Context: an optimization exercise on an open-source flow, tuned for small area and few clock cycles per item. The choices shown serve that exercise and are no tape-out recipe. No functional check of the RTL was part of any run shown here. Power and IR drop assume default switching activity.

File: flow/flow/run.sh
#!/bin/bash
# Standard ORFS layout, with the ports buffered by the smallest buffer
# instead of the delay cell buffer_ports picks by default, and a clock tree
# with fewer, larger sink clusters and no dummy loads.
set -euo pipefail
bash standard.sh \
  "BUFFER_PORTS_ARGS=-buffer_cell sky130_fd_sc_hd__buf_1" \
  "CTS_ARGS=-sink_clustering_enable -repair_clock_nets -sink_clustering_size 15 -sink_clustering_max_diameter 60 -buf_list sky130_fd_sc_hd__clkbuf_8 -dont_use_dummy_load" \
  finish > standard_flow.log 2>&1
File: flow/standard.sh
#!/bin/bash
# synth_recipe.tcl (not shown) runs the flow's synth.tcl, then flattens the netlist and writes it again
# the make line also repeats each setting of config.mk as NAME=value (left out here)
make -C /OpenROAD-flow-scripts/flow DESIGN_CONFIG=/design/flow/config.mk WORK_HOME=/design/flow/orfs CLKGATE_MAP_FILE= SYNTH_SCRIPT=/design/flow/synth_recipe.tcl "${@:-finish}"
File: flow/design.v
`default_nettype none
package ifu_pkg;
    typedef logic [63:0] addr_t;
    typedef logic [63:0] word_t;
    typedef logic [1:0]  resp_t;
    typedef logic [31:0] inst_t;
    typedef logic [15:0] half_t;
    typedef enum logic [1:0] {
        SLOT0 = 2'd0,
        SLOT1 = 2'd1,
        SLOT2 = 2'd2,
        SLOT3 = 2'd3
    } slot_e;
    localparam addr_t RESET_PC = 64'h0;
    localparam int MAX_INFLIGHT = 4;
    localparam addr_t WORD_BYTES = 64'd8;
    localparam logic [1:0] FULL_OPCODE = 2'b11;
endpackage
`default_nettype wire
`timescale 1ns/1ps
`default_nettype none
module ifu_top (
    input  wire                 clk,
    input  wire                 rst_n,
    output wire ifu_pkg::addr_t araddr,
    output wire                 arvalid,
    input  wire                 arready,
    input  wire                 rvalid,
    input  wire ifu_pkg::word_t rdata,
    input  wire ifu_pkg::resp_t rresp,
    input  wire                 jump_flag,
    input  wire ifu_pkg::addr_t jump_addr,
    output wire                 inst_valid,
    input  wire                 inst_ready,
    output wire ifu_pkg::inst_t inst,
    output wire                 compressed,
    output wire ifu_pkg::resp_t rresp_out,
    output wire ifu_pkg::addr_t tval,
    output wire ifu_pkg::addr_t pc
);
    logic [63:1] pc_q;           
    logic [63:0] mem_d [2];      
    logic [1:0]  mem_r [2];
    logic        rd_ptr;
    logic        wr_ptr;
    logic [1:0]  count;          
    logic [1:0]  nout;           
    logic [2:0]  drop;           
    logic [15:0] left_half;      
    logic [1:0]  left_resp;
    logic        left_valid;
    logic        keep_beat;
    logic        accept;
    logic        hs;
    logic        pop;
    logic        wr;
    logic        rd;
    logic [63:1] base;
    logic [63:5] base_up;
    assign base    = jump_flag ? jump_addr[63:1] : pc_q;
    assign base_up = base[63:5] + 59'd1;
    logic [1:0]  slot;
    assign slot = pc_q[2:1];
    logic        at_left;
    logic [2:0]  k;
    logic [2:0]  ksum;
    logic        can_req;
    assign at_left   = (slot == 2'd3) & left_valid;
    assign keep_beat = rvalid & (drop == 3'd0);
    assign can_req   = ({1'b0, drop} + 4'(nout)) <= 4'd6;
    assign arvalid   = can_req & (jump_flag | ((nout + count - 2'(rd)) < 2'd2));
    assign k         = jump_flag ? 3'd0 : 3'(count) + 3'(nout) + 3'(at_left);
    assign ksum      = {1'b0, base[4:3]} + k;
    assign araddr    = {ksum[2] ? base_up : base[63:5], ksum[1:0], 3'b000};
    assign accept    = arvalid & arready;
    logic        have_h;
    logic [63:0] h_data;
    logic [1:0]  h_resp;
    assign have_h = (count != 2'd0) | keep_beat;
    assign h_data = (count != 2'd0) ? mem_d[rd_ptr] : rdata;
    assign h_resp = (count != 2'd0) ? mem_r[rd_ptr] : rresp;
    logic [15:0] h0, h1;
    logic        is_comp;
    logic        fire;
    always_comb begin
        case (slot)
            2'd0: begin h0 = h_data[15:0];  h1 = h_data[31:16]; end
            2'd1: begin h0 = h_data[31:16]; h1 = h_data[47:32]; end
            2'd2: begin h0 = h_data[47:32]; h1 = h_data[63:48]; end
            default: begin
                h0 = left_valid ? left_half : h_data[63:48];
                h1 = h_data[15:0];
            end
        endcase
    end
    assign is_comp = (h0[1:0] != 2'b11);
    logic        left_ok;
    logic        left_32;
    logic        tval_up;
    assign left_ok = (left_resp == 2'b00);
    assign left_32 = (left_half[1:0] == 2'b11);
    assign tval_up = at_left & left_32 & left_ok;
    always_comb begin
        if (slot != 2'd3)     fire = have_h;
        else if (left_valid)  fire = ~left_32 | have_h;
        else                  fire = have_h & is_comp;
    end
    assign hs = fire & inst_ready & ~jump_flag;
    always_comb begin
        pop = 1'b0;
        if (!jump_flag) begin
            case (slot)
                2'd1:    pop = hs & ~is_comp;
                2'd2:    pop = hs;
                2'd3:    pop = ~left_valid & have_h;
                default: pop = 1'b0;
            endcase
        end
    end
    assign inst_valid = fire;
    assign inst       = {is_comp ? 16'h0 : h1, h0};
    assign compressed = is_comp;
    assign rresp_out  = (at_left & ~(left_32 & left_ok)) ? left_resp : h_resp;
    assign pc         = {pc_q, 1'b0};
    assign tval       = {(tval_up & (slot == 2'd3) & (pc_q[4:3] == 2'b11)) ? base_up : base[63:5],
                         tval_up ? pc_q[4:3] + 2'd1 : pc_q[4:3],
                         tval_up ? 2'b00 : slot, 1'b0};
    assign rd = pop & (count != 2'd0);
    assign wr = keep_beat & ~jump_flag & ~(pop & (count == 2'd0));
    logic        to_next;
    logic [1:0]  slot_next;
    logic [63:1] pc_next;
    assign to_next   = (slot == 2'd3) | ((slot == 2'd2) & ~is_comp);
    assign slot_next = slot + (is_comp ? 2'd1 : 2'd2);
    assign pc_next   = {(hs & to_next & (base[4:3] == 2'b11)) ? base_up : base[63:5],
                        (hs & to_next) ? base[4:3] + 2'd1 : base[4:3],
                        hs ? slot_next : base[2:1]};
    always_ff @(posedge clk) begin
        if (wr) begin
            mem_d[wr_ptr] <= rdata;
            mem_r[wr_ptr] <= rresp;
        end
        if (pop) begin
            left_half <= h_data[63:48];
            left_resp <= h_resp;
        end
    end
    always_ff @(posedge clk or negedge rst_n) begin
        if (!rst_n) begin
            pc_q       <= '0;
            rd_ptr     <= 1'b0;
            wr_ptr     <= 1'b0;
            count      <= 2'd0;
            nout       <= 2'd0;
            drop       <= 3'd0;
            left_valid <= 1'b0;
        end else begin
            pc_q <= pc_next;
            if (jump_flag) begin
                rd_ptr     <= 1'b0;
                wr_ptr     <= 1'b0;
                count      <= 2'd0;
                nout       <= 2'(accept);
                drop       <= drop + 3'(nout) - 3'(rvalid);
                left_valid <= 1'b0;
            end else begin
                if (wr) wr_ptr <= ~wr_ptr;
                if (rd) rd_ptr <= ~rd_ptr;
                count <= count + 2'(wr) - 2'(rd);
                nout  <= nout + 2'(accept) - 2'(keep_beat);
                if (rvalid && drop != 3'd0) drop <= drop - 3'd1;
                if (pop) left_valid <= 1'b1;
            end
        end
    end
endmodule
`default_nettype wire
File: flow/config.mk
export PLATFORM = sky130hd
export DESIGN_NAME = ifu_top
export DESIGN_NICKNAME = ifu_top
export VERILOG_FILES = /design/flow/design.v
export SDC_FILE = /design/flow/constraint.sdc
export NUM_CORES = 4
export LEC_CHECK = 0
export CAP_MARGIN = 20
export CORE_MARGIN = 2
export CORE_UTILIZATION = 40
export SLEW_MARGIN = 20
File: flow/constraint.sdc
create_clock -name core_clock -period 5.0 [get_ports {clk}]
set_input_delay 1.0000 -clock core_clock [delete_from_list [all_inputs] [get_ports {clk}]]
set_output_delay 1.0000 -clock core_clock [all_outputs]
set_load 0.01 [all_outputs]
==> results of run 1 <==
## per-layer routing
metal	vias to the layer above	part of all wire, %
met5	-	0.051
met4	4	2.9
met3	82	7.6
met2	457	47
met1	5775	42
li1	5660	-
## kinds of logic after synthesis
| family | after synthesis | synth area share, % |
|---|---|---|
| AND/OR/NAND/NOR | 485 | 16.30 |
| flip-flops | 223 | 44.67 |
| adder cells (fa/ha/maj) | 23 | 2.295 |
| AO/OA/AOI/OAI | 186 | 7.636 |
| XOR/XNOR | 184 | 11.37 |
| other | 1 | 0.02646 |
| multiplexers | 174 | 13.75 |
| buffers and inverters | 131 | 3.955 |
## worst register-to-register path: cells and delay by family (launching register included)
kind	cells	cell delay [ps]
AOI/OAI and AO/OA	4	630
xor gates and xnor gates	3	430
adders and majority gates	3	730
buffers and inverters	3	440
DFF	1	410
and+or+nand+nor	7	1310
## sequential cells by signal (all words and copies together), names as in the netlist
register,flops
count,2
drop,3
left_half,16
left_resp,2
left_valid,1
mem_d,128
mem_r,4
nout,2
pc_q,63
rd_ptr,1
wr_ptr,1
## final cells by class
class / instances / share of cell area, %
multi-input combinational: 1057 / 44.69
clock buffer: 24 / 1.972
tap: 455 / 3.399
antenna: 5 / 0.07471
sequential: 223 / 37.84
inverter: 41 / 0.9189
timing repair buffer: 411 / 11.10
## stage by stage
step,setup WS [ps],utilization (%),instances,power [µW],area (µm²)
finish,192.2,48.24,2216,5229,16750
global route,3.009,48.23,2214,5537,16740
CTS,9.915,47.99,2208,5248,16660
detailed placement,64.65,46.84,2183,4153,16260
global placement,101.9,46.84,2183,4121,16260
floorplan,-509.7,-,1411,3471,14270
## final timing paths
| path | start | slack [ps] | end | cells after the start |
|---|---|---|---|---|
| min | rst_n | 470 | pc_q[61] | 1 |
| min reg2reg | drop[2] | 560 | drop[2] | 1 |
| max in group asynchronous | rst_n | 3450 | rd_ptr | 2 |
| min in group core_clock | drop[2] | 560 | drop[2] | 1 |
| max reg2reg | count[0] | 910 | nout[1] | 20 |
| max | jump_flag | 190 | tval[57] | 12 |
## power by group through the flow
| stage | combinational (µW) | clock (µW) | sequential [µW] |
|---|---|---|---|
| 2_1_floorplan | 1210 | 0 | 2260 |
| 3_3_place_gp | 1870 | 0 | 2260 |
| 3_5_place_dp | 1900 | 0 | 2260 |
| 4_1_cts | 1930 | 1100 | 2220 |
| 5_1_grt | 2140 | 1160 | 2240 |
| 6_report | 1950 | 1060 | 2220 |
## repair_timing
item | 4_1_cts | 5_1_grt
setup buffers | 0 | 3
cloned | 1 | 0
resized for setup | 7 | 14
pin swaps | 2 | 2
endpoints found under the hold margin | 0 | 0
endpoints found under the setup margin | 17 | 70
## layout by cell type, fill, tap and decap left out, types with 4 or more instances in the layout
master and count:
sky130_fd_sc_hd__dfrtp_1 70, sky130_fd_sc_hd__buf_12 6, sky130_fd_sc_hd__edfxtp_1 150, sky130_fd_sc_hd__or2_2 5, sky130_fd_sc_hd__and2_1 8, sky130_fd_sc_hd__xnor2_1 74, sky130_fd_sc_hd__nand3b_1 11, sky130_fd_sc_hd__nand4b_1 12
sky130_fd_sc_hd__nand3_1 52, sky130_fd_sc_hd__buf_1 353, sky130_fd_sc_hd__a31oi_1 6, sky130_fd_sc_hd__fa_1 4, sky130_fd_sc_hd__inv_1 40, sky130_fd_sc_hd__nor4_2 4, sky130_fd_sc_hd__nor2_1 168, sky130_fd_sc_hd__nand2_1 130
sky130_fd_sc_hd__nand3_2 4, sky130_fd_sc_hd__mux4_2 15, sky130_fd_sc_hd__xor2_1 97, sky130_fd_sc_hd__clkbuf_8 24, sky130_fd_sc_hd__nor4_1 4, sky130_fd_sc_hd__o21ai_0 29, sky130_fd_sc_hd__a222oi_1 4, sky130_fd_sc_hd__a211oi_1 10
sky130_fd_sc_hd__nor2b_1 5, sky130_fd_sc_hd__buf_4 43, sky130_fd_sc_hd__ha_1 18, sky130_fd_sc_hd__nor3_1 21, sky130_fd_sc_hd__nand4_1 29, sky130_fd_sc_hd__conb_1 5, sky130_fd_sc_hd__diode_2 5, sky130_fd_sc_hd__a21oi_1 109
sky130_fd_sc_hd__mux2_2 15, sky130_fd_sc_hd__xor2_2 10, sky130_fd_sc_hd__mux2i_1 143, sky130_fd_sc_hd__nand2b_1 5
==> report_table.html, run 1 <==
<table>
<tr><th>Metric</th><th>Value</th></tr>
<tr><th colspan="2">Run status</th></tr>
<tr><td>Run status</td><td>finished clean</td></tr>
<tr><th colspan="2">Timing</th></tr>
<tr><td>Worst hold slack</td><td>roughly 470 ps</td></tr>
<tr><td>Final hold violation count</td><td>0</td></tr>
<tr><td>Period minus WS final</td><td>4808 ps</td></tr>
<tr><td>Worst clock skew on the final layout</td><td>~79 ps</td></tr>
<tr><td>Setup TNS after final layout</td><td>0 ps</td></tr>
<tr><td>RSZ-0062 raised after global routing</td><td>no</td></tr>
<tr><td>Maximum clock rate</td><td>a little over 200 MHz</td></tr>
<tr><td>Relative slew slack</td><td>approximately a third</td></tr>
<tr><td>Worst slew pin tran</td><td>between 1000 and 1500 ps</td></tr>
<tr><td>Final worst-path cycle share</td><td>a little over nine tenths</td></tr>
<tr><td>Endpoints failing setup</td><td>0</td></tr>
<tr><td>Max-slew violation count</td><td>0</td></tr>
<tr><th colspan="2">Critical path</th></tr>
<tr><td>Crit path arrival time</td><td>approximately 3800 ps</td></tr>
<tr><td>Crit path required time</td><td>~4000 ps</td></tr>
<tr><td>Maximum fanout count along the critical path</td><td>45</td></tr>
<tr><td>Slowest CP cell</td><td>sky130_fd_sc_hd__a222oi_1</td></tr>
<tr><td>Critical path endpoint category</td><td>output port</td></tr>
<tr><td>Delay of the slowest critical-path stage</td><td>approximately 370 ps</td></tr>
<tr><td>Total buffers and inverters traversed by the critical path</td><td>6</td></tr>
<tr><td>Element type at the critical path start</td><td>input pin</td></tr>
<tr><td>Largest delay share family, worst path</td><td>buffers and inverters</td></tr>
<tr><td>Type of the worst setup path</td><td>in -&gt; out</td></tr>
<tr><td>Worst-path cell chain</td><td>clkbuf_4, buf_12, buf_6, nand3_1, a222oi_1, buf_4, nand2_1, nor4_2, buf_4, nand3_1, xnor2_2, buf_1</td></tr>
<tr><th colspan="2">Logic synthesis</th></tr>
<tr><td>Count of cell types in the netlist</td><td>65</td></tr>
<tr><td>Most numerous cell in the Yosys netlist</td><td>sky130_fd_sc_hd__nor2_1</td></tr>
<tr><td>Commonest cells in the synthesized netlist</td><td>172 x sky130_fd_sc_hd__nor2_1, 150 x sky130_fd_sc_hd__edfxtp_1, 143 x sky130_fd_sc_hd__mux2i_1</td></tr>
<tr><td>Asr flop ratio synth</td><td>between 30% and 40%</td></tr>
<tr><td>Count of mapped cells out of synthesis</td><td>approximately 1400</td></tr>
<tr><td>Main flop type after synthesis</td><td>sky130_fd_sc_hd__edfxtp_1</td></tr>
<tr><td>Yosys top cell by area</td><td>sky130_fd_sc_hd__edfxtp_1</td></tr>
<tr><td>Area share of the largest cell type after synthesis</td><td>31.78%</td></tr>
<tr><td>Synth Area per Inst</td><td>just over 10 µm²</td></tr>
<tr><td>Number of synthesized flops with an enable pin</td><td>150</td></tr>
<tr><td>Share of synthesized area occupied by flip-flops and latches</td><td>44.67%</td></tr>
<tr><td>Synthesis-stage register bit count</td><td>between 200 and 250</td></tr>
<tr><td>Cell area after synthesis</td><td>between 10000 and 15000 µm²</td></tr>
<tr><td>Number of warnings reported in the yosys synthesis log</td><td>1</td></tr>
<tr><td>Top cells by area in the synthesized netlist</td><td>sky130_fd_sc_hd__edfxtp_1 32%, sky130_fd_sc_hd__dfrtp_1 13%, sky130_fd_sc_hd__mux2i_1 10%, sky130_fd_sc_hd__xor2_1 6.6%, sky130_fd_sc_hd__xnor2_1 4.8%</td></tr>
<tr><th colspan="2">Clocking</th></tr>
<tr><td>Clock latency of the later-clocked register in the worst-skew pair</td><td>slightly below 600 ps</td></tr>
<tr><td>Clock transition time at the flip-flop clock pins of the worst setup and hold paths</td><td>around 90 ps</td></tr>
<tr><td>H-tree depth</td><td>1</td></tr>
<tr><td>Number of buffers added by the clock tree synthesis step</td><td>24</td></tr>
<tr><td>Number of hold buffers added after CTS</td><td>0</td></tr>
<tr><td>Longest Clk Path Bufs</td><td>3</td></tr>
<tr><td>Clock tree from TritonCTS</td><td>built</td></tr>
<tr><td>Clock Sinks</td><td>between 200 and 250</td></tr>
<tr><td>Clock root buffer</td><td>sky130_fd_sc_hd__clkbuf_8</td></tr>
<tr><th colspan="2">Layout</th></tr>
<tr><td>Layout Nets</td><td>between 1500 and 2000</td></tr>
<tr><td>Area used by sequential logic in the layout</td><td>6337 µm²</td></tr>
<tr><td>Share of final-layout standard cells stronger than drive strength 1</td><td>under 10%</td></tr>
<tr><td>Multi-input logic area</td><td>7485 µm²</td></tr>
<tr><td>Area growth, synth to finish</td><td>18.16%</td></tr>
<tr><td>Fill cell instance count of the final layout</td><td>3362</td></tr>
<tr><th colspan="2">Power</th></tr>
<tr><td>Proportion of power drawn by combinational gates</td><td>37.2%</td></tr>
<tr><td>Net switching power of the design</td><td>between 1500 and 2000 µW</td></tr>
<tr><td>Switching share of power</td><td>37.57%</td></tr>
<tr><td>Leakage Power</td><td>0.005616 µW</td></tr>
<tr><td>Power share of the clock group</td><td>about a fifth</td></tr>
<tr><td>Worst vdd ir</td><td>0.1590 mV</td></tr>
<tr><td>Reg power frac</td><td>42.5%</td></tr>
<tr><td>Power per cell area</td><td>around 310 nW/µm²</td></tr>
<tr><td>Internal Power</td><td>3264 µW</td></tr>
<tr><th colspan="2">Route</th></tr>
<tr><td>Drt first pass iters</td><td>6</td></tr>
<tr><td>Via total after detailed routing</td><td>~12000</td></tr>
<tr><td>Wire length reported by the detailed router</td><td>45290 µm</td></tr>
<tr><td>Number of antenna-violating nets in the routed design</td><td>0</td></tr>
<tr><td>Residual DRC</td><td>0</td></tr>
<tr><td>Routed wire length per instance</td><td>20.44 µm</td></tr>
<tr><td>First DRT Iteration DRCs</td><td>~770</td></tr>
<tr><td>Vias per Instance</td><td>5.405</td></tr>
<tr><th colspan="2">Floorplanning</th></tr>
<tr><td>Die area</td><td>~37000 µm²</td></tr>
<tr><td>Floorplan die width</td><td>192.2 µm</td></tr>
<tr><td>Initial standard-cell utilization of the core</td><td>between 40% and 50%</td></tr>
<tr><td>Top-level I/O count</td><td>about 370</td></tr>
<tr><td>Core outline area</td><td>34710 µm²</td></tr>
<tr><td>Die Height</td><td>between 150 and 200 µm</td></tr>
<tr><td>Number of standard-cell rows in the floorplan</td><td>a little under 70</td></tr>
<tr><th colspan="2">Global route</th></tr>
<tr><td>Vias in the first global route</td><td>approximately 12000</td></tr>
<tr><td>Met3 track demand over resource</td><td>under 10%</td></tr>
<tr><td>Met2 capacity usage during global routing</td><td>a little under two fifths</td></tr>
<tr><td>Initial antenna violation count</td><td>5</td></tr>
<tr><td>Pin count of the biggest net entering global routing</td><td>113</td></tr>
<tr><td>Residual overflow from global routing</td><td>0</td></tr>
<tr><td>Total track usage</td><td>a little under a quarter</td></tr>
<tr><td>GRT met1 Usage</td><td>32.28%</td></tr>
<tr><td>First-pass GRT wire length</td><td>between 60000 and 70000 µm</td></tr>
<tr><td>Most Crowded Layer GR</td><td>met2</td></tr>
<tr><th colspan="2">Run</th></tr>
<tr><td>Count of max-cap constraint violations</td><td>0</td></tr>
<tr><th colspan="2">Place</th></tr>
<tr><td>Count of buffers from port buffering</td><td>approximately 360</td></tr>
<tr><td>Detailed placement HPWL</td><td>around 33000 µm</td></tr>
<tr><td>Placer's final routability congestion estimate</td><td>~0.9</td></tr>
<tr><th colspan="2">Min path</th></tr>
<tr><td>Hold crit path type</td><td>in -&gt; async</td></tr>
</table>
==> run 2, diff against run 1 <==
--- a/flow/flow/run.sh
+++ b/flow/flow/run.sh
@@ -7,3 +7,3 @@
   "BUFFER_PORTS_ARGS=-buffer_cell sky130_fd_sc_hd__buf_1" \
-  "CTS_ARGS=-sink_clustering_enable -repair_clock_nets -sink_clustering_size 15 -sink_clustering_max_diameter 60 -buf_list sky130_fd_sc_hd__clkbuf_8 -dont_use_dummy_load" \
+  "CTS_ARGS=-sink_clustering_enable -repair_clock_nets -sink_clustering_size 25 -sink_clustering_max_diameter 80 -buf_list sky130_fd_sc_hd__clkbuf_16 -dont_use_dummy_load" \
   finish > standard_flow.log 2>&1
==> run 2 against run 1 <==
  * Still clean on timing, DRC and antenna
  * Final cell count shrank 0.45%
  * Clock-buffer cell count shrank 9
  * Power grew 1.8%
==> report_table.html, run 2 <==
<table>
<tr><th>Metric</th><th>Value</th></tr>
<tr><th colspan="2">Min path</th></tr>
<tr><td>Hold crit path type</td><td>in -&gt; async</td></tr>
<tr><th colspan="2">Logic synthesis</th></tr>
<tr><td>Count of mapped cells out of synthesis</td><td>1407 (unchanged)</td></tr>
<tr><td>Number of warnings reported in the yosys synthesis log</td><td>1 (unchanged)</td></tr>
<tr><td>Number of synthesized flops with an enable pin</td><td>150 (unchanged)</td></tr>
<tr><td>Count of cell types in the netlist</td><td>65 (unchanged)</td></tr>
<tr><td>Area share of the largest cell type after synthesis</td><td>31.78% (unchanged)</td></tr>
<tr><td>Asr flop ratio synth</td><td>32.74% (unchanged)</td></tr>
<tr><td>Commonest cells in the synthesized netlist</td><td>172 x sky130_fd_sc_hd__nor2_1, 150 x sky130_fd_sc_hd__edfxtp_1, 143 x sky130_fd_sc_hd__mux2i_1</td></tr>
<tr><td>Most numerous cell in the Yosys netlist</td><td>sky130_fd_sc_hd__nor2_1</td></tr>
<tr><td>Synth Area per Inst</td><td>10.07 µm² (unchanged)</td></tr>
<tr><td>Cell area after synthesis</td><td>14170 µm² (unchanged)</td></tr>
<tr><td>Yosys top cell by area</td><td>sky130_fd_sc_hd__edfxtp_1</td></tr>
<tr><td>Synthesis-stage register bit count</td><td>223 (unchanged)</td></tr>
<tr><td>Main flop type after synthesis</td><td>sky130_fd_sc_hd__edfxtp_1</td></tr>
<tr><td>Top cells by area in the synthesized netlist</td><td>sky130_fd_sc_hd__edfxtp_1 32%, sky130_fd_sc_hd__dfrtp_1 13%, sky130_fd_sc_hd__mux2i_1 10%, sky130_fd_sc_hd__xor2_1 6.6%, sky130_fd_sc_hd__xnor2_1 4.8%</td></tr>
<tr><td>Share of synthesized area occupied by flip-flops and latches</td><td>44.67% (unchanged)</td></tr>
<tr><th colspan="2">Route</th></tr>
<tr><td>Drt first pass iters</td><td>5 (-1)</td></tr>
<tr><td>Number of antenna-violating nets in the routed design</td><td>0 (unchanged)</td></tr>
<tr><td>Via total after detailed routing</td><td>11920 (-0.45%)</td></tr>
<tr><td>Vias per Instance</td><td>5.405 (about the same)</td></tr>
<tr><td>First DRT Iteration DRCs</td><td>871 (+13%)</td></tr>
<tr><td>Wire length reported by the detailed router</td><td>45130 µm (-0.36%)</td></tr>
<tr><td>Routed wire length per instance</td><td>20.46 µm (about the same)</td></tr>
<tr><td>Residual DRC</td><td>0 (unchanged)</td></tr>
<tr><th colspan="2">Critical path</th></tr>
<tr><td>Crit path required time</td><td>4000 ps (about the same)</td></tr>
<tr><td>Worst setup path start</td><td>pc_q[1]</td></tr>
<tr><td>Type of the worst setup path</td><td>reg -&gt; out</td></tr>
<tr><td>Element type at the critical path start</td><td>flop</td></tr>
<tr><td>Crit path arrival time</td><td>3810 ps (about the same)</td></tr>
<tr><td>Worst-path cell chain</td><td>nand3_2, inv_2, fa_1, inv_1, fa_1, or2_2, fa_2, xnor2_2, buf_4, buf_12, nand2_1, xor2_2, buf_1</td></tr>
<tr><td>Worst flop-to-flop path startpoint</td><td>count[0]</td></tr>
<tr><td>Total buffers and inverters traversed by the critical path</td><td>5 (-1)</td></tr>
<tr><td>Largest delay share family, worst path</td><td>adder cells</td></tr>
<tr><td>Critical path endpoint category</td><td>output port</td></tr>
<tr><td>Slowest CP cell</td><td>sky130_fd_sc_hd__dfrtp_2</td></tr>
<tr><td>Maximum fanout count along the critical path</td><td>21 (-53%)</td></tr>
<tr><td>Critical Path Stages</td><td>13 (+1)</td></tr>
<tr><td>R2R cell count</td><td>20 (unchanged)</td></tr>
<tr><td>Delay of the slowest critical-path stage</td><td>430 ps (+60 ps)</td></tr>
<tr><td>Most common cell type on the critical path</td><td>sky130_fd_sc_hd__fa_1</td></tr>
<tr><th colspan="2">Timing</th></tr>
<tr><td>RSZ-0062 raised after global routing</td><td>no</td></tr>
<tr><td>Max-slew violation count</td><td>0 (unchanged)</td></tr>
<tr><td>Final hold violation count</td><td>0 (unchanged)</td></tr>
<tr><td>Worst slew pin tran</td><td>1013 ps (+1.975 ps)</td></tr>
<tr><td>Maximum clock rate</td><td>207.7 MHz (-0.15%)</td></tr>
<tr><td>Relative slew slack</td><td>32.46% (-0.13 points)</td></tr>
<tr><td>Worst clock skew on the final layout</td><td>74.44 ps (-4.173 ps)</td></tr>
<tr><td>Worst hold slack</td><td>524.1 ps (+52.43 ps)</td></tr>
<tr><td>Period minus WS final</td><td>4815 ps (+7.124 ps)</td></tr>
<tr><td>Final worst-path cycle share</td><td>96.30% (+0.14 points)</td></tr>
<tr><td>Endpoints failing setup</td><td>0 (unchanged)</td></tr>
<tr><th colspan="2">Layout</th></tr>
<tr><td>Register containing the most flip-flops in the final layout</td><td>mem_d</td></tr>
<tr><td>Top library cells by usage in the layout, fill and taps aside</td><td>354 x sky130_fd_sc_hd__buf_1, 169 x sky130_fd_sc_hd__nor2_1, 150 x sky130_fd_sc_hd__edfxtp_1, 143 x sky130_fd_sc_hd__mux2i_1, 130 x sky130_fd_sc_hd__nand2_1</td></tr>
<tr><td>Layout Nets</td><td>1908 (-0.47%)</td></tr>
<tr><td>Flip-flop count of the largest register after layout</td><td>128 (unchanged)</td></tr>
<tr><td>Area growth, synth to finish</td><td>18.32%</td></tr>
<tr><td>Regs by FF count</td><td>mem_d: 128 flops, pc_q: 63 flops, left_half: 16 flops</td></tr>
<tr><td>Share of final-layout standard cells stronger than drive strength 1</td><td>8.586% (-0.70 points)</td></tr>
<tr><td>Leading cell type in the layout, fill and taps excluded</td><td>sky130_fd_sc_hd__buf_1</td></tr>
<tr><th colspan="2">Floorplanning</th></tr>
<tr><td>Top-level I/O count</td><td>365 (unchanged)</td></tr>
<tr><td>Die area</td><td>36960 µm² (unchanged)</td></tr>
<tr><td>Floorplan die width</td><td>192.2 µm (unchanged)</td></tr>
<tr><td>Core outline area</td><td>34710 µm² (unchanged)</td></tr>
<tr><td>Initial standard-cell utilization of the core</td><td>40.83% (unchanged)</td></tr>
<tr><td>Number of standard-cell rows in the floorplan</td><td>68 (unchanged)</td></tr>
<tr><td>Die Height</td><td>192.2 µm (unchanged)</td></tr>
<tr><th colspan="2">Global route</th></tr>
<tr><td>Vias in the first global route</td><td>11490 (-0.78%)</td></tr>
<tr><td>Initial antenna violation count</td><td>4 (-1)</td></tr>
<tr><td>First-pass GRT wire length</td><td>67410 µm (-0.41%)</td></tr>
<tr><td>Total track usage</td><td>23.77% (-0.071 points)</td></tr>
<tr><td>Pin count of the biggest net entering global routing</td><td>113 (unchanged)</td></tr>
<tr><td>Residual overflow from global routing</td><td>0 (unchanged)</td></tr>
<tr><th colspan="2">Power</th></tr>
<tr><td>Design Power</td><td>5322 µW (+1.8%)</td></tr>
<tr><td>Switching share of power</td><td>36.67% (-0.90 points)</td></tr>
<tr><td>Net switching power of the design</td><td>1952 µW (-0.66%)</td></tr>
<tr><td>Proportion of power drawn by combinational gates</td><td>36.4% (-0.8 points)</td></tr>
<tr><td>Reg power frac</td><td>41.7% (-0.8 points)</td></tr>
<tr><td>Leakage Power</td><td>0.005630 µW (+0.25%)</td></tr>
<tr><td>Power share of the clock group</td><td>21.9% (+1.6 points)</td></tr>
<tr><td>Power per cell area</td><td>317.4 nW/µm² (+1.7%)</td></tr>
<tr><td>Internal Power</td><td>3371 µW (+3.3%)</td></tr>
<tr><td>Worst vdd ir</td><td>0.2016 mV (+27%)</td></tr>
<tr><th colspan="2">Place</th></tr>
<tr><td>Count of buffers from port buffering</td><td>358 (unchanged)</td></tr>
<tr><td>Placer's final routability congestion estimate</td><td>0.8763 (unchanged)</td></tr>
<tr><td>Detailed placement HPWL</td><td>32700 µm (unchanged)</td></tr>
<tr><th colspan="2">Clocking</th></tr>
<tr><td>Number of buffers added by the clock tree synthesis step</td><td>15 (-38%)</td></tr>
<tr><td>Clock latency of the later-clocked register in the worst-skew pair</td><td>510 ps (-70 ps)</td></tr>
<tr><td>Clock transition time at the flip-flop clock pins of the worst setup and hold paths</td><td>100 ps (about the same)</td></tr>
<tr><td>Longest Clk Path Bufs</td><td>3 (unchanged)</td></tr>
<tr><td>Number of hold buffers added after CTS</td><td>0 (unchanged)</td></tr>
<tr><td>H-tree depth</td><td>1 (unchanged)</td></tr>
<tr><td>Clock Sinks</td><td>223 (unchanged)</td></tr>
<tr><td>Clock root buffer</td><td>sky130_fd_sc_hd__clkbuf_16</td></tr>
<tr><td>Clock tree from TritonCTS</td><td>built</td></tr>
<tr><th colspan="2">Run status</th></tr>
<tr><td>Run status</td><td>finished clean</td></tr>
<tr><th colspan="2">Run</th></tr>
<tr><td>Count of max-cap constraint violations</td><td>0 (unchanged)</td></tr>
</table>
==> run 2: final timing paths <==
| path | to | slack, ps |
|---|---|---|
| max | araddr[14] | 190 |
| min | pc_q[60] | 520 |
| max reg2reg | nout[1] | 840 |
| min reg2reg | drop[2] | 570 |
| max in group asynchronous | rd_ptr | 3430 |
| min in group core_clock | drop[2] | 570 |
==> run 2: area by class of cell <==
type,instances,area [µm²]
Timing Repair Buffer,411,1863
Clock buffer,15,375.4
Sequential cell,223,6337
Multi-Input combinational cell,1057,7461
Fill cell,3360,17940
Inverter,41,153.9
Tap cell,455,569.3
Antenna cell,4,10.01
==> run 2: cell families (layout without fill, tap and decap cells) <==
family / Yosys count / in the layout / share of synthesized area (%)
compound gates: 186 / 186 / 7.636
xor+xnor: 184 / 184 / 11.37
simple gates: 485 / 485 / 16.30
flops: 223 / 223 / 44.67
mux: 174 / 174 / 13.75
other cells: 1 / 9 / 0.02646
buf+inv: 131 / 467 / 3.955
fa+ha+maj: 23 / 23 / 2.295
==> run 2: power groups by stage <==
| stage | Sequential [µW] | Combinational (µW) | Clock, µW |
|---|---|---|---|
| global route | 2240 | 2130 | 1250 |
| CTS | 2220 | 1930 | 1200 |
| detailed placement | 2260 | 1900 | 0 |
| global placement | 2260 | 1870 | 0 |
| finish | 2220 | 1940 | 1170 |
| floorplan | 2260 | 1210 | 0 |
==> run 2: repair_timing <==
item | in CTS | in global routing
pin swaps | 0 | 1
hold endpoints to repair | 0 | 0
setup buffers | 1 | 2
cloned | 1 | 0
setup endpoints to repair | 2 | 55
gates resized for setup | 3 | 12
==> run 2: through the flow <==
stage / utilization, % / instances / TNS (ps) / worst slack, ps / instance area, µm²
after detailed placement: 46.84 / 2183 / 0 / 64.65 / 16260
after global placement: 46.84 / 2183 / 0 / 101.9 / 16260
final: 48.31 / 2206 / 0 / 185.1 / 16770
after global routing: 48.30 / 2205 / 0 / 4.577 / 16770
after CTS: 48.09 / 2200 / 0 / 64.51 / 16690
after floorplan: - / 1411 / -67990 / -509.7 / 14270
==> run 2: metal layers <==
layer	track usage (%)	routed length, µm	vias to the layer above
met3	4.805	3404	77
met1	32.08	19230	5745
li1	-	-	5641
met2	38.00	20960	459
met5	0	15	-
met4	8.221	1519	2
==> run 2: worst reg2reg max path, delay by kind of cell (launching register included) <==
kind / cells / cell delay (ps)
AO/OA/AOI/OAI: 4 / 700
adder cells (fa/ha/maj): 3 / 730
AND/OR/NAND/NOR: 7 / 1310
buffers and inverters: 3 / 440
flip-flops: 1 / 410
XOR/XNOR: 3 / 430
==> run 3, diff against run 2 <==
==> flow/flow/run.sh (replaced) <==
#!/bin/bash
# Standard ORFS layout, with the ports buffered by the smallest buffer
# instead of the delay cell buffer_ports picks by default.
set -euo pipefail
bash standard.sh \
  "BUFFER_PORTS_ARGS=-buffer_cell sky130_fd_sc_hd__buf_1" \
  finish > standard_flow.log 2>&1
==> run 3 against run 2 <==
  * Clock-buffer cell count rose by 20
  * Highest routed layer unchanged
  * Non-clock buffer count unchanged
  * Utilization grew 1.6 points
  * Via count is 1.2% higher
  * Combinational power hardly changed
  * Critical path depth shrank 1
  * Design area is 3.3% higher
  * Worst hold slack got worse by 59 ps
  * Sequential share of layout area is 1.2 points lower
  * Wire length up 0.64%
  * Maximum frequency barely moved
  * Global-route usage increased by 0.18 points
==> report_table.html, run 3 <==
<table>
<tr><th>Metric</th><th>Value</th></tr>
<tr><th colspan="2">Timing</th></tr>
<tr><td>Maximum clock rate</td><td>207.9 MHz (about the same)</td></tr>
<tr><td>Worst slew pin tran</td><td>1011 ps (-2.165 ps)</td></tr>
<tr><td>Worst clock skew on the final layout</td><td>18.18 ps (-56.26 ps)</td></tr>
<tr><td>Max-slew violation count</td><td>0 (unchanged)</td></tr>
<tr><td>Period minus WS final</td><td>4810 ps (-4.514 ps)</td></tr>
<tr><td>Worst hold slack</td><td>465.0 ps (-59.10 ps)</td></tr>
<tr><td>Final worst-path cycle share</td><td>96.21% (about the same)</td></tr>
<tr><td>Final setup margin</td><td>189.6 ps (+4.514 ps)</td></tr>
<tr><td>Relative slew slack</td><td>32.60% (+0.14 points)</td></tr>
<tr><td>Endpoints failing setup</td><td>0 (unchanged)</td></tr>
<tr><td>RSZ-0062 raised after global routing</td><td>no</td></tr>
<tr><td>Final hold violation count</td><td>0 (unchanged)</td></tr>
<tr><td>Setup TNS after final layout</td><td>0 ps (unchanged)</td></tr>
<tr><th colspan="2">Critical path</th></tr>
<tr><td>Element type at the critical path start</td><td>input pin</td></tr>
<tr><td>R2R cell count</td><td>20 (unchanged)</td></tr>
<tr><td>Type of the worst setup path</td><td>in -&gt; out</td></tr>
<tr><td>Crit path required time</td><td>4000 ps (about the same)</td></tr>
<tr><td>Worst flop-to-flop path startpoint</td><td>count[0]</td></tr>
<tr><td>Maximum fanout count along the critical path</td><td>45 (+110%)</td></tr>
<tr><td>Critical path endpoint category</td><td>output port</td></tr>
<tr><td>Worst reg2reg setup slack</td><td>960 ps (+120 ps)</td></tr>
<tr><td>Worst reg2reg endpoint</td><td>nout[1]</td></tr>
<tr><td>Crit path arrival time</td><td>3810 ps (about the same)</td></tr>
<tr><th colspan="2">Power</th></tr>
<tr><td>Worst vdd ir</td><td>0.2442 mV (+21%)</td></tr>
<tr><td>Power per cell area</td><td>358.1 nW/µm² (+13%)</td></tr>
<tr><td>Leakage Power</td><td>0.005891 µW (+4.6%)</td></tr>
<tr><td>Design Power</td><td>6203 µW (+17%)</td></tr>
<tr><th colspan="2">Logic synthesis</th></tr>
<tr><td>Synthesis-stage register bit count</td><td>223 (unchanged)</td></tr>
<tr><td>Cell area after synthesis</td><td>14170 µm² (unchanged)</td></tr>
<tr><td>Area share of the largest cell type after synthesis</td><td>31.78% (unchanged)</td></tr>
<tr><td>Number of synthesized flops with an enable pin</td><td>150 (unchanged)</td></tr>
<tr><td>Most numerous cell in the Yosys netlist</td><td>sky130_fd_sc_hd__nor2_1</td></tr>
<tr><td>Share of synthesized area occupied by flip-flops and latches</td><td>44.67% (unchanged)</td></tr>
<tr><td>Top cells by area in the synthesized netlist</td><td>sky130_fd_sc_hd__edfxtp_1 32%, sky130_fd_sc_hd__dfrtp_1 13%, sky130_fd_sc_hd__mux2i_1 10%, sky130_fd_sc_hd__xor2_1 6.6%, sky130_fd_sc_hd__xnor2_1 4.8%</td></tr>
<tr><td>Count of mapped cells out of synthesis</td><td>1407 (unchanged)</td></tr>
<tr><td>Number of warnings reported in the yosys synthesis log</td><td>1 (unchanged)</td></tr>
<tr><td>Asr flop ratio synth</td><td>32.74% (unchanged)</td></tr>
<tr><td>Yosys top cell by area</td><td>sky130_fd_sc_hd__edfxtp_1</td></tr>
<tr><td>Commonest cells in the synthesized netlist</td><td>172 x sky130_fd_sc_hd__nor2_1, 150 x sky130_fd_sc_hd__edfxtp_1, 143 x sky130_fd_sc_hd__mux2i_1</td></tr>
<tr><td>Main flop type after synthesis</td><td>sky130_fd_sc_hd__edfxtp_1</td></tr>
<tr><td>Synth Area per Inst</td><td>10.07 µm² (unchanged)</td></tr>
<tr><td>Count of cell types in the netlist</td><td>65 (unchanged)</td></tr>
<tr><th colspan="2">Floorplanning</th></tr>
<tr><td>Floorplan die width</td><td>192.2 µm (unchanged)</td></tr>
<tr><td>Die area</td><td>36960 µm² (unchanged)</td></tr>
<tr><td>Die Height</td><td>192.2 µm (unchanged)</td></tr>
<tr><td>Initial standard-cell utilization of the core</td><td>40.83% (unchanged)</td></tr>
<tr><td>Core outline area</td><td>34710 µm² (unchanged)</td></tr>
<tr><td>Number of standard-cell rows in the floorplan</td><td>68 (unchanged)</td></tr>
<tr><td>Top-level I/O count</td><td>365 (unchanged)</td></tr>
<tr><th colspan="2">Global route</th></tr>
<tr><td>First-pass GRT wire length</td><td>67950 µm (+0.81%)</td></tr>
<tr><td>Pin count of the biggest net entering global routing</td><td>113 (unchanged)</td></tr>
<tr><td>Initial antenna violation count</td><td>5 (+1)</td></tr>
<tr><td>Total track usage</td><td>23.95% (+0.18 points)</td></tr>
<tr><td>Vias in the first global route</td><td>11670 (+1.6%)</td></tr>
<tr><td>Residual overflow from global routing</td><td>0 (unchanged)</td></tr>
<tr><th colspan="2">Layout</th></tr>
<tr><td>Top library cells by usage in the layout, fill and taps aside</td><td>355 x sky130_fd_sc_hd__buf_1, 169 x sky130_fd_sc_hd__nor2_1, 150 x sky130_fd_sc_hd__edfxtp_1, 143 x sky130_fd_sc_hd__mux2i_1, 130 x sky130_fd_sc_hd__nand2_1</td></tr>
<tr><td>Area growth, synth to finish</td><td>22.23%</td></tr>
<tr><td>Flip-flop count of the largest register after layout</td><td>128 (unchanged)</td></tr>
<tr><td>Multi-input logic area</td><td>7467 µm² (about the same)</td></tr>
<tr><td>Share of final-layout standard cells stronger than drive strength 1</td><td>9.820% (+1.2 points)</td></tr>
<tr><td>Register containing the most flip-flops in the final layout</td><td>mem_d</td></tr>
<tr><td>Leading cell type in the layout, fill and taps excluded</td><td>sky130_fd_sc_hd__buf_1</td></tr>
<tr><td>Area used by sequential logic in the layout</td><td>6337 µm² (unchanged)</td></tr>
<tr><td>Regs by FF count</td><td>mem_d: 128 flops, pc_q: 63 flops, left_half: 16 flops</td></tr>
<tr><td>Fill cell instance count of the final layout</td><td>3312 (-1.4%)</td></tr>
<tr><td>Layout Nets</td><td>1920 (+0.63%)</td></tr>
<tr><th colspan="2">Route</th></tr>
<tr><td>Wire length reported by the detailed router</td><td>45420 µm (+0.64%)</td></tr>
<tr><td>Routed wire length per instance</td><td>20.26 µm (-0.98%)</td></tr>
<tr><td>Vias per Instance</td><td>5.381 (-0.45%)</td></tr>
<tr><td>First DRT Iteration DRCs</td><td>840 (-3.6%)</td></tr>
<tr><td>Drt first pass iters</td><td>5 (unchanged)</td></tr>
<tr><td>Via total after detailed routing</td><td>12060 (+1.2%)</td></tr>
<tr><td>Number of antenna-violating nets in the routed design</td><td>0 (unchanged)</td></tr>
<tr><td>Residual DRC</td><td>0 (unchanged)</td></tr>
<tr><th colspan="2">Place</th></tr>
<tr><td>Placer's final routability congestion estimate</td><td>0.8763 (unchanged)</td></tr>
<tr><td>Detailed placement HPWL</td><td>32700 µm (unchanged)</td></tr>
<tr><td>Count of buffers from port buffering</td><td>358 (unchanged)</td></tr>
<tr><td>Post-placement setup slack</td><td>64.65 ps (unchanged)</td></tr>
<tr><th colspan="2">Run status</th></tr>
<tr><td>Run status</td><td>finished clean</td></tr>
<tr><th colspan="2">Run</th></tr>
<tr><td>Count of max-cap constraint violations</td><td>0 (unchanged)</td></tr>
<tr><th colspan="2">Clocking</th></tr>
<tr><td>Longest Clk Path Bufs</td><td>3 (unchanged)</td></tr>
<tr><td>Clock transition time at the flip-flop clock pins of the worst setup and hold paths</td><td>60 ps (-40 ps)</td></tr>
<tr><td>Clock tree from TritonCTS</td><td>built</td></tr>
<tr><td>Clock root buffer</td><td>sky130_fd_sc_hd__clkbuf_16</td></tr>
<tr><td>H-tree depth</td><td>1 (unchanged)</td></tr>
<tr><td>Number of buffers added by the clock tree synthesis step</td><td>27 (+12)</td></tr>
<tr><td>Clock latency of the later-clocked register in the worst-skew pair</td><td>550 ps (+40 ps)</td></tr>
<tr><td>Clock Sinks</td><td>223 (unchanged)</td></tr>
<tr><td>Number of hold buffers added after CTS</td><td>0 (unchanged)</td></tr>
<tr><th colspan="2">Min path</th></tr>
<tr><td>Hold crit path type</td><td>in -&gt; async</td></tr>
</table>
-- run 3: per-layer routing --
layer | wire length [µm] | vias up | GRT usage [%]
met5 | 13 | - | 0
met4 | 1467 | 2 | 8.925
met3 | 3626 | 89 | 4.988
met2 | 21270 | 486 | 38.24
met1 | 19040 | 5789 | 32.02
li1 | - | 5698 | -
-- run 3: worst max path at each step --
stage,start,endpoint,cells after the start
floorplan,jump_flag,mem_d[0][0],8
global placement,jump_flag,tval[63],11
detailed placement,jump_flag,tval[63],11
CTS,pc_q[1],araddr[14],13
global route,jump_flag,tval[57],12
finish,jump_flag,tval[57],12
-- run 3: final cells by class --
cell class / instances / area share [%]
antenna: 5 / 0.07222
sequential: 223 / 36.58
tap: 455 / 3.286
timing repair buffer: 411 / 10.75
inverter: 41 / 0.8883
multi-input combinational: 1057 / 43.10
clock inverter: 15 / 0.9606
clock buffer: 35 / 4.362
-- run 3: power breakdown --
part	switching (µW)	internal, µW
Sequential	105	2120
Clock	813	1220
Combinational	1220	722
-- run 3: per-stage QoR --
stage | cell area (µm²) | instances | utilization [%]
6_report | 17320 | 2242 | 49.91
5_1_grt | 17320 | 2241 | 49.90
4_1_cts | 17240 | 2235 | 49.66
3_5_place_dp | 16260 | 2183 | 46.84
3_3_place_gp | 16260 | 2183 | 46.84
2_1_floorplan | 14270 | 1411 | -
-- run 3: logic make-up after synthesis --
kind of cell    share of synthesized area (%)
simple gates                            16.30
compound gates                          7.636
xor+xnor                                11.37
flops                                   44.67
mux                                     13.75
other cells                           0.02646
fa+ha+maj                               2.295
buf+inv                                 3.955
-- run 3: critical path, cell delays in order --
cell and delay (ps):
sky130_fd_sc_hd__clkbuf_4 230, sky130_fd_sc_hd__buf_12 280, sky130_fd_sc_hd__buf_6 230, sky130_fd_sc_hd__nand3_1 130
sky130_fd_sc_hd__a222oi_1 370, sky130_fd_sc_hd__buf_4 200, sky130_fd_sc_hd__nand2_1 220, sky130_fd_sc_hd__nor4_2 300
sky130_fd_sc_hd__buf_4 230, sky130_fd_sc_hd__nand3_1 140, sky130_fd_sc_hd__xnor2_2 250, sky130_fd_sc_hd__buf_1 190
-- run 3: timing repair --
| action | CTS | global route |
|---|---|---|
| hold endpoints to repair | 0 | 0 |
| pin swaps | 0 | 2 |
| resized for setup | 3 | 12 |
| gates cloned | 1 | 0 |
| buffers inserted | 1 | 2 |
| setup endpoints to repair | 6 | 55 |

==> port drivers added, routing unchanged <==
How much do the figures lean on ideal ports? The routed layouts below were timed once more, with nothing changed but the port constraints.
Step 1: set_driving_cell puts a clkbuf_16 on clk and a buf_2 on each other input, an assumption about the parent block.
Step 2 times the ports against the registers' clock, not the clock port: input delays grow and output delays shrink by t, the midpoint of the rising clock arrivals with the driver on.
a / b / c = no drivers / after step 1 / after step 2; a / b = the first two.
| run | t, ns | setup slack, ns | clock arrival spread, ns | worst register clock-pin slew, ns |
|---|---|---|---|---|
| run 1 | 0.584 | 0.192 / 0.162 / 0.167 | 0.079 / 0.078 | 0.10 / 0.10 |
| run 2 | 0.525 | 0.185 / 0.138 / 0.176 | 0.074 / 0.074 | 0.10 / 0.10 |
| run 3 | 0.594 | 0.190 / 0.155 / 0.162 | 0.018 / 0.018 | 0.06 / 0.06 |
After both steps every run listed still meets setup and hold. For run 3, which loses most, drivers alone change the setup slack by -0.035 ns; drivers and shift together by -0.028 ns.
